What follows belongs to an exercise in optimizing a design on an open flow for small area, a short achievable clock period and few clock cycles; a production flow would make more cautious choices.
Where RTL was checked, it was by simulation tests only, not by an equivalence proof against the original.
The clock input has no modelled driver; a real chip could not lean on it and would need a root buffer or a full tree.
Power figures rest on the tool's default switching activity, not on a simulated workload.

==> flow/design.v <==
`default_nettype none
package conv_window_pkg;
    localparam int img_size    = 32;   
    localparam int kernel_size = 5;
    localparam int out_size    = img_size - kernel_size + 1;   
    localparam int num_lines   = 6;    
    localparam int pixel_w    = 8;
    localparam int col_w      = 5;
    localparam int fill_row_w = 6;     
    localparam int line_w     = 3;
    typedef logic [pixel_w-1:0] pixel_t;
    typedef logic signed [pixel_w-1:0] spixel_t;
    typedef spixel_t [kernel_size-1:0][kernel_size-1:0] window_t;
    typedef pixel_t [num_lines-1:0][kernel_size-1:0] block_t;
endpackage
`default_nettype wire
`timescale 1ns/1ns
`default_nettype none
module conv_window_top (
    input  wire                         clk,
    input  wire                         reset_n,
    input  wire                         i_start,
    input  wire                         i_pixel_valid,
    input  wire  [7:0]                  i_pixel,
    input  wire                         i_conv_ready,
    output logic                        o_fill_active,
    output logic [199:0]                o_window,   
    output logic                        o_conv_valid,
    output logic                        o_conv_row_start,
    output logic                        o_conv_row_end,
    output logic                        o_done
);
    localparam int img   = 32;
    localparam int ks    = 5;
    localparam int depth = (ks - 1) * img + ks;   
    logic [depth*8-1:0] chain;   
    logic       active;      
    logic       fill;        
    logic       got_all;     
    logic       in_v;        
    logic [7:0] in_px;
    logic       pend;        
    logic       sh;          
    logic [4:0] row;         
    logic [4:0] col;
    logic       all_in;      
    logic new_win;
    logic want;
    logic show;
    logic show_start;
    logic show_end;
    logic show_last;
    logic take;
    logic last_take;
    logic pend_nxt;
    logic in_v_nxt;
    logic got_all_nxt;
    assign take        = i_pixel_valid && fill;
    assign new_win     = sh && (row >= 5'd4) && (col >= 5'd4);
    assign want        = new_win || pend;
    assign show        = want && i_conv_ready;
    assign show_start  = pend ? (col == 5'd5) : (col == 5'd4);
    assign show_end    = pend ? (col == 5'd0) : (col == 5'd31);
    assign show_last   = pend ? all_in : (row == 5'd31 && col == 5'd31);
    assign pend_nxt    = want && !i_conv_ready;
    assign in_v_nxt    = take || (in_v && !sh);
    assign last_take   = take && row == 5'd31 && (in_v ? col == 5'd30 : col == 5'd31);
    assign got_all_nxt = got_all || last_take;
    assign o_fill_active = fill;
    always_comb begin
        for (int i = 0; i < ks; i++)
            for (int j = 0; j < ks; j++)
                o_window[(i*ks+j)*8 +: 8] = chain[((ks-1-i)*img + (ks-1-j))*8 +: 8];
    end
    always_ff @(posedge clk) begin
        if (take) in_px <= i_pixel;
        if (sh) chain <= {chain[(depth-1)*8-1:0], in_px};
    end
    always_ff @(posedge clk) begin
        if (!reset_n) begin
            active           <= 1'b0;
            fill             <= 1'b0;
            got_all          <= 1'b0;
            in_v             <= 1'b0;
            pend             <= 1'b0;
            sh               <= 1'b0;
            row              <= '0;
            col              <= '0;
            all_in           <= 1'b0;
            o_conv_valid     <= 1'b0;
            o_conv_row_start <= 1'b0;
            o_conv_row_end   <= 1'b0;
            o_done           <= 1'b0;
        end else if (!active) begin
            got_all          <= 1'b0;
            in_v             <= 1'b0;
            pend             <= 1'b0;
            sh               <= 1'b0;
            row              <= '0;
            col              <= '0;
            all_in           <= 1'b0;
            o_conv_valid     <= 1'b0;
            o_conv_row_start <= 1'b0;
            o_conv_row_end   <= 1'b0;
            o_done           <= 1'b0;
            if (i_start) begin
                active <= 1'b1;
                fill   <= 1'b1;
            end
        end else begin
            if (sh) begin
                col <= col + 1'b1;
                if (col == 5'd31) begin
                    row <= row + 1'b1;
                    if (row == 5'd31) all_in <= 1'b1;
                end
            end
            got_all          <= got_all_nxt;
            in_v             <= in_v_nxt;
            pend             <= pend_nxt;
            sh               <= in_v_nxt && !pend_nxt;
            fill             <= !got_all_nxt && !(in_v_nxt && pend_nxt);
            o_conv_valid     <= show;
            o_conv_row_start <= show && show_start;
            o_conv_row_end   <= show && show_end;
            o_done           <= show && show_last;
            if (show && show_last) begin
                active <= 1'b0;
                fill   <= 1'b0;
            end
        end
    end
endmodule
`default_nettype wire
Settings: LEC_CHECK=0, CAP_MARGIN=20, CELL_PAD_IN_SITES_DETAIL_PLACEMENT=0, CELL_PAD_IN_SITES_GLOBAL_PLACEMENT=1, CORE_MARGIN=2, CORE_UTILIZATION=55, GPL_ROUTABILITY_DRIVEN=1, PLACE_DENSITY=0.65, SLEW_MARGIN=20; clock period 9.0 ns.
standard.sh (not shown) runs the stock make flow with config.mk's settings and CLKGATE_MAP_FILE= SYNTH_SCRIPT=/design/flow/synth_recipe.tcl, a recipe that flattens the netlist after the stock synthesis.
==> flow/flow/run.sh <==
#!/bin/bash
set -euo pipefail
export BUFFER_PORTS_ARGS="-buffer_cell sky130_fd_sc_hd__buf_1"
export SETUP_SLACK_MARGIN=5.8
export CTS_ARGS="-sink_clustering_enable -repair_clock_nets -sink_clustering_size 30 -sink_clustering_max_diameter 100 -dont_use_dummy_load"
export POST_CTS_TCL="$(pwd)/flow/post_cts.tcl"
bash standard.sh > flow_make.log 2>&1
==> flow/flow/post_cts.tcl <==
set block [ord::get_db_block]
set clk_net [$block findNet clk]
set roots {}
foreach it [$clk_net getITerms] { lappend roots [$it getInst] }
puts "post_cts: clock port drives [llength $roots] cell(s)"
if {[llength $roots] == 1} {
  set root [lindex $roots 0]
  set out_net [[$root findITerm X] getNet]
  set loads {}
  foreach it [$out_net getITerms] {
    if {[$it isInputSignal] || [[$it getMTerm] getIoType] eq "INPUT"} { lappend loads $it }
  }
  puts "post_cts: root [$root getName] drives [llength $loads] pin(s)"
  if {[llength $loads] <= 4} {
    foreach it $loads {
      $it disconnect
      $it connect $clk_net
    }
    [$root findITerm A] disconnect
    odb::dbInst_destroy $root
    odb::dbNet_destroy $out_net
    puts "post_cts: removed root buffer"
  }
}
estimate_parasitics -placement
report_clock_latency
Testbench counts at the start, summed over its fixed seeds: cycles 24,648.
Next try:
--- a/flow/design.v
+++ b/flow/design.v
@@ -37,12 +37,9 @@
     logic       active;      
     logic       fill;        
-    logic       got_all;     
-    logic       in_v;        
-    logic [7:0] in_px;
     logic       pend;        
-    logic       sh;          
     logic [4:0] row;         
     logic [4:0] col;
     logic       all_in;      
+    logic take;
     logic new_win;
     logic want;
@@ -51,11 +48,8 @@
     logic show_end;
     logic show_last;
-    logic take;
-    logic last_take;
     logic pend_nxt;
-    logic in_v_nxt;
-    logic got_all_nxt;
+    logic all_in_nxt;
     assign take        = i_pixel_valid && fill;
-    assign new_win     = sh && (row >= 5'd4) && (col >= 5'd4);
+    assign new_win     = take && (row >= 5'd4) && (col >= 5'd4);
     assign want        = new_win || pend;
     assign show        = want && i_conv_ready;
@@ -64,7 +58,5 @@
     assign show_last   = pend ? all_in : (row == 5'd31 && col == 5'd31);
     assign pend_nxt    = want && !i_conv_ready;
-    assign in_v_nxt    = take || (in_v && !sh);
-    assign last_take   = take && row == 5'd31 && (in_v ? col == 5'd30 : col == 5'd31);
-    assign got_all_nxt = got_all || last_take;
+    assign all_in_nxt  = all_in || (take && row == 5'd31 && col == 5'd31);
     assign o_fill_active = fill;
     always_comb begin
@@ -74,6 +66,5 @@
     end
     always_ff @(posedge clk) begin
-        if (take) in_px <= i_pixel;
-        if (sh) chain <= {chain[(depth-1)*8-1:0], in_px};
+        if (take) chain <= {chain[(depth-1)*8-1:0], i_pixel};
     end
     always_ff @(posedge clk) begin
@@ -81,8 +72,5 @@
             active           <= 1'b0;
             fill             <= 1'b0;
-            got_all          <= 1'b0;
-            in_v             <= 1'b0;
             pend             <= 1'b0;
-            sh               <= 1'b0;
             row              <= '0;
             col              <= '0;
@@ -93,8 +81,5 @@
             o_done           <= 1'b0;
         end else if (!active) begin
-            got_all          <= 1'b0;
-            in_v             <= 1'b0;
             pend             <= 1'b0;
-            sh               <= 1'b0;
             row              <= '0;
             col              <= '0;
@@ -109,16 +94,11 @@
             end
         end else begin
-            if (sh) begin
+            if (take) begin
                 col <= col + 1'b1;
-                if (col == 5'd31) begin
-                    row <= row + 1'b1;
-                    if (row == 5'd31) all_in <= 1'b1;
-                end
+                if (col == 5'd31) row <= row + 1'b1;
             end
-            got_all          <= got_all_nxt;
-            in_v             <= in_v_nxt;
+            all_in           <= all_in_nxt;
             pend             <= pend_nxt;
-            sh               <= in_v_nxt && !pend_nxt;
-            fill             <= !got_all_nxt && !(in_v_nxt && pend_nxt);
+            fill             <= !all_in_nxt && !pend_nxt;
             o_conv_valid     <= show;
             o_conv_row_start <= show && show_start;
Effect:
- utilization rises by 0.62 points
- cell area falls by 0.58%
- clock-buffer cell count does not change
- critical path depth rises by 3
- area after synthesis falls by 1.0%
- global-route usage rises by 0.15 points
For the second run of this note, only the layout was checked, not whether the RTL still works.

* * *

== oak ==
conv_window_top, a different RTL version from the one above (not shown whole).
Size: ~1100 flip-flops, ~220 I/O pins, roughly 0.034 mm² of cells after synthesis.
==> module conv_window_top, before the edit <==
module conv_window_top (
    input  wire                         clk,
    input  wire                         reset_n,
    input  wire                         i_start,
    input  wire                         i_pixel_valid,
    input  wire  [7:0]                  i_pixel,
    input  wire                         i_conv_ready,
    output logic                        o_fill_active,
    output logic [199:0]                o_window,   
    output logic                        o_conv_valid,
    output logic                        o_conv_row_start,
    output logic                        o_conv_row_end,
    output logic                        o_done
);
    localparam int img   = 32;
    localparam int ks    = 5;
    localparam int depth = (ks - 1) * img + ks - 1;   
    logic [7:0]         in_px;   
    logic [depth*8-1:0] chain;   
    logic       active;      
    logic       fill;        
    logic       pend;        
    logic       sh;          
    logic [4:0] row;         
    logic [4:0] col;
    logic       all_in;      
    logic take;
    logic new_win;
    logic want;
    logic show;
    logic show_start;
    logic show_end;
    logic show_last;
    logic pend_nxt;
    logic all_in_nxt;
    assign take        = i_pixel_valid && fill;
    assign new_win     = take && (row >= 5'd4) && (col >= 5'd4);
    assign want        = new_win || pend;
    assign show        = want && i_conv_ready;
    assign show_start  = pend ? (col == 5'd5) : (col == 5'd4);
    assign show_end    = pend ? (col == 5'd0) : (col == 5'd31);
    assign show_last   = pend ? all_in : (row == 5'd31 && col == 5'd31);
    assign pend_nxt    = want && !i_conv_ready;
    assign all_in_nxt  = all_in || (take && row == 5'd31 && col == 5'd31);
    assign o_fill_active = fill;
    always_comb begin
        for (int i = 0; i < ks; i++)
            for (int j = 0; j < ks; j++)
                if (i == ks - 1 && j == ks - 1)
                    o_window[(i*ks+j)*8 +: 8] = in_px;
                else
                    o_window[(i*ks+j)*8 +: 8] = chain[((ks-1-i)*img + (ks-1-j) - 1)*8 +: 8];
    end
    logic [depth*8-1:0] chain_in;
    assign chain_in = {chain[(depth-1)*8-1:0], in_px};
    always_ff @(posedge clk) begin
        in_px <= ({8{take}} & i_pixel) | ({8{!take}} & in_px);
    end
    for (genvar k = 0; k < depth; k++) begin : g_chain
        localparam bit is_tap = ((k + 1) % img) < ks;
        if (is_tap) begin : g_tap
            always_ff @(posedge clk) begin
                chain[k*8 +: 8] <= ({8{sh}} & chain_in[k*8 +: 8]) | ({8{!sh}} & chain[k*8 +: 8]);
            end
        end else begin : g_line
            always_ff @(posedge clk) begin
                if (sh) chain[k*8 +: 8] <= chain_in[k*8 +: 8];
            end
        end
    end
    always_ff @(posedge clk) begin
        if (!reset_n) begin
            active           <= 1'b0;
            fill             <= 1'b0;
            pend             <= 1'b0;
            sh               <= 1'b0;
            row              <= '0;
            col              <= '0;
            all_in           <= 1'b0;
            o_conv_valid     <= 1'b0;
            o_conv_row_start <= 1'b0;
            o_conv_row_end   <= 1'b0;
            o_done           <= 1'b0;
        end else if (!active) begin
            pend             <= 1'b0;
            sh               <= 1'b0;
            row              <= '0;
            col              <= '0;
            all_in           <= 1'b0;
            o_conv_valid     <= 1'b0;
            o_conv_row_start <= 1'b0;
            o_conv_row_end   <= 1'b0;
            o_done           <= 1'b0;
            if (i_start) begin
                active <= 1'b1;
                fill   <= 1'b1;
            end
        end else begin
            if (take) begin
                col <= col + 1'b1;
                if (col == 5'd31) row <= row + 1'b1;
            end
            all_in           <= all_in_nxt;
            pend             <= pend_nxt;
            sh               <= (take || pend) && !pend_nxt;
            fill             <= !all_in_nxt && !pend_nxt;
            o_conv_valid     <= show;
            o_conv_row_start <= show && show_start;
            o_conv_row_end   <= show && show_end;
            o_done           <= show && show_last;
            if (show && show_last) begin
                active <= 1'b0;
                fill   <= 1'b0;
            end
        end
    end
endmodule
Settings: LEC_CHECK=0, CAP_MARGIN=20, CELL_PAD_IN_SITES_DETAIL_PLACEMENT=0, CELL_PAD_IN_SITES_GLOBAL_PLACEMENT=1, CORE_MARGIN=2, CORE_UTILIZATION=55, GPL_ROUTABILITY_DRIVEN=1, PLACE_DENSITY=0.65, SLEW_MARGIN=20; clock period 9.0 ns.
==> flow/flow/run.sh <==
#!/bin/bash
set -euo pipefail
export BUFFER_PORTS_ARGS="-buffer_cell sky130_fd_sc_hd__buf_1"
export SETUP_SLACK_MARGIN=6.3
export SKIP_CTS_REPAIR_TIMING=1
export CTS_ARGS="-sink_clustering_enable -repair_clock_nets -sink_clustering_size 30 -sink_clustering_max_diameter 100 -dont_use_dummy_load"
export POST_CTS_TCL="$(pwd)/flow/post_cts.tcl"
export CLK_INV_L1=sky130_fd_sc_hd__inv_16
export CLK_INV_L2=sky130_fd_sc_hd__inv_12
export PRE_DETAIL_PLACE_TCL="$(pwd)/flow/pre_dpl.tcl"
export PLACE_PINS_ARGS='-group_pins {o_window[0] o_window[8] o_window[16] o_window[24] o_window[32]} -group_pins {o_window[1] o_window[9] o_window[17] o_window[25] o_window[33]} -group_pins {o_window[2] o_window[10] o_window[18] o_window[26] o_window[34]} -group_pins {o_window[3] o_window[11] o_window[19] o_window[27] o_window[35]} -group_pins {o_window[4] o_window[12] o_window[20] o_window[28] o_window[36]} -group_pins {o_window[5] o_window[13] o_window[21] o_window[29] o_window[37]} -group_pins {o_window[6] o_window[14] o_window[22] o_window[30] o_window[38]} -group_pins {o_window[7] o_window[15] o_window[23] o_window[31] o_window[39]} -group_pins {o_window[40] o_window[48] o_window[56] o_window[64] o_window[72]} -group_pins {o_window[41] o_window[49] o_window[57] o_window[65] o_window[73]} -group_pins {o_window[42] o_window[50] o_window[58] o_window[66] o_window[74]} -group_pins {o_window[43] o_window[51] o_window[59] o_window[67] o_window[75]} -group_pins {o_window[44] o_window[52] o_window[60] o_window[68] o_window[76]} -group_pins {o_window[45] o_window[53] o_window[61] o_window[69] o_window[77]} -group_pins {o_window[46] o_window[54] o_window[62] o_window[70] o_window[78]} -group_pins {o_window[47] o_window[55] o_window[63] o_window[71] o_window[79]} -group_pins {o_window[80] o_window[88] o_window[96] o_window[104] o_window[112]} -group_pins {o_window[81] o_window[89] o_window[97] o_window[105] o_window[113]} -group_pins {o_window[82] o_window[90] o_window[98] o_window[106] o_window[114]} -group_pins {o_window[83] o_window[91] o_window[99] o_window[107] o_window[115]} -group_pins {o_window[84] o_window[92] o_window[100] o_window[108] o_window[116]} -group_pins {o_window[85] o_window[93] o_window[101] o_window[109] o_window[117]} -group_pins {o_window[86] o_window[94] o_window[102] o_window[110] o_window[118]} -group_pins {o_window[87] o_window[95] o_window[103] o_window[111] o_window[119]} -group_pins {o_window[120] o_window[128] o_window[136] o_window[144] o_window[152]} -group_pins {o_window[121] o_window[129] o_window[137] o_window[145] o_window[153]} -group_pins {o_window[122] o_window[130] o_window[138] o_window[146] o_window[154]} -group_pins {o_window[123] o_window[131] o_window[139] o_window[147] o_window[155]} -group_pins {o_window[124] o_window[132] o_window[140] o_window[148] o_window[156]} -group_pins {o_window[125] o_window[133] o_window[141] o_window[149] o_window[157]} -group_pins {o_window[126] o_window[134] o_window[142] o_window[150] o_window[158]} -group_pins {o_window[127] o_window[135] o_window[143] o_window[151] o_window[159]} -group_pins {o_window[160] o_window[168] o_window[176] o_window[184] o_window[192]} -group_pins {o_window[161] o_window[169] o_window[177] o_window[185] o_window[193]} -group_pins {o_window[162] o_window[170] o_window[178] o_window[186] o_window[194]} -group_pins {o_window[163] o_window[171] o_window[179] o_window[187] o_window[195]} -group_pins {o_window[164] o_window[172] o_window[180] o_window[188] o_window[196]} -group_pins {o_window[165] o_window[173] o_window[181] o_window[189] o_window[197]} -group_pins {o_window[166] o_window[174] o_window[182] o_window[190] o_window[198]} -group_pins {o_window[167] o_window[175] o_window[183] o_window[191] o_window[199]}'
bash standard.sh > flow_make.log 2>&1
Other scripts of this flow, unchanged in this note and not shown: flow/flow/post_cts.tcl, flow/flow/pre_dpl.tcl
Changes in pine relative to oak:
-- flow/design.v --
<<< oak, line 70
                    o_window[(i*ks+j)*8 +: 8] = chain[((ks-1-i)*img + (ks-1-j) - 1)*8 +: 8];
    end
    logic [depth*8-1:0] chain_in;
    assign chain_in = {chain[(depth-1)*8-1:0], in_px};
    always_ff @(posedge clk) begin
        in_px <= ({8{take}} & i_pixel) | ({8{!take}} & in_px);
    end
    for (genvar k = 0; k < depth; k++) begin : g_chain
        localparam bit is_tap = ((k + 1) % img) < ks;
        if (is_tap) begin : g_tap
            always_ff @(posedge clk) begin
                chain[k*8 +: 8] <= ({8{sh}} & chain_in[k*8 +: 8]) | ({8{!sh}} & chain[k*8 +: 8]);
            end
        end else begin : g_line
            always_ff @(posedge clk) begin
                if (sh) chain[k*8 +: 8] <= chain_in[k*8 +: 8];
            end
        end
    end
    always_ff @(posedge clk) begin
>>> pine, line 70
                    o_window[(i*ks+j)*8 +: 8] = chain[((ks-1-i)*img + (ks-1-j) - 1)*8 +: 8];
    end
    always_ff @(posedge clk) begin
        if (take) in_px <= i_pixel;
        if (sh) chain <= {chain[(depth-1)*8-1:0], in_px};
    end
    always_ff @(posedge clk) begin
[summary]
- Relative slew slack was lower in pine than in oak.
- Taking oak as the reference, in pine utilization after layout now sits at about the same level, total power draw now sits at about the same level, total net switching power now sits at about the same level, latest clock arrival within the worst-skew pair now sits at about the same level.
- Lower wire length of the first global-routing pass among oak and pine: pine
- Per the final summary, pine finished and its layout is clean on timing, DRC and antenna.
- The final layout from oak, which completed every stage, passed the timing, design-rule and antenna checks at the end of the flow.
- Delta (pine minus oak): worst setup slack dropped 0.0062 ns, total wire length about even.
- Comparing pine with oak, the synthesized netlist cell count came out essentially unchanged.
- Share of the clock period used by the worst path after layout across oak and pine: no real change.
Testbench counts of pine, summed over its fixed seeds: cycles 24,624.
Only the layout flow was run in oak; the RTL was not checked for function there. No run of this note takes its clock network from TritonCTS; it comes from the design's own scripts or RTL.

==> re-timing with driven ports <==
No port has a modelled driver above. Below, the same layouts with a new extraction and two added sets of constraints.
Step 1 assumes that a clkbuf_16 drives the clock port and a buf_2 every other input.
Step 2 adds t to the input delays and takes it off the output delays; t is the mean of the earliest and latest rising clock arrival at the registers after step 1. Input paths then give back, and output paths get back, about the clock's delay inside the block.
Slacks: no drivers / after step 1 / after step 2; pairs: no drivers / after step 1.
run	t, ns	slack for setup (ns)	hold slack, ns	clock arrival spread, ns
the first run of note 1	0.502	6.089 / 5.975 / 5.997	0.371 / 0.371 / 0.371	0.051 / 0.051
the second run of note 1	0.494	5.793 / 5.874 / 5.380	0.343 / 0.343 / 0.343	0.082 / 0.081
oak	0.423	6.373 / 6.152 / 6.157	0.344 / 0.342 / 0.342	0.090 / 0.095
pine	0.449	6.367 / 6.143 / 6.106	0.390 / 0.390 / 0.390	0.043 / 0.046
After both steps every run listed still meets setup and hold. For the second run of note 1, which loses most, drivers alone change the setup slack by +0.081 ns; drivers and shift together by -0.413 ns.
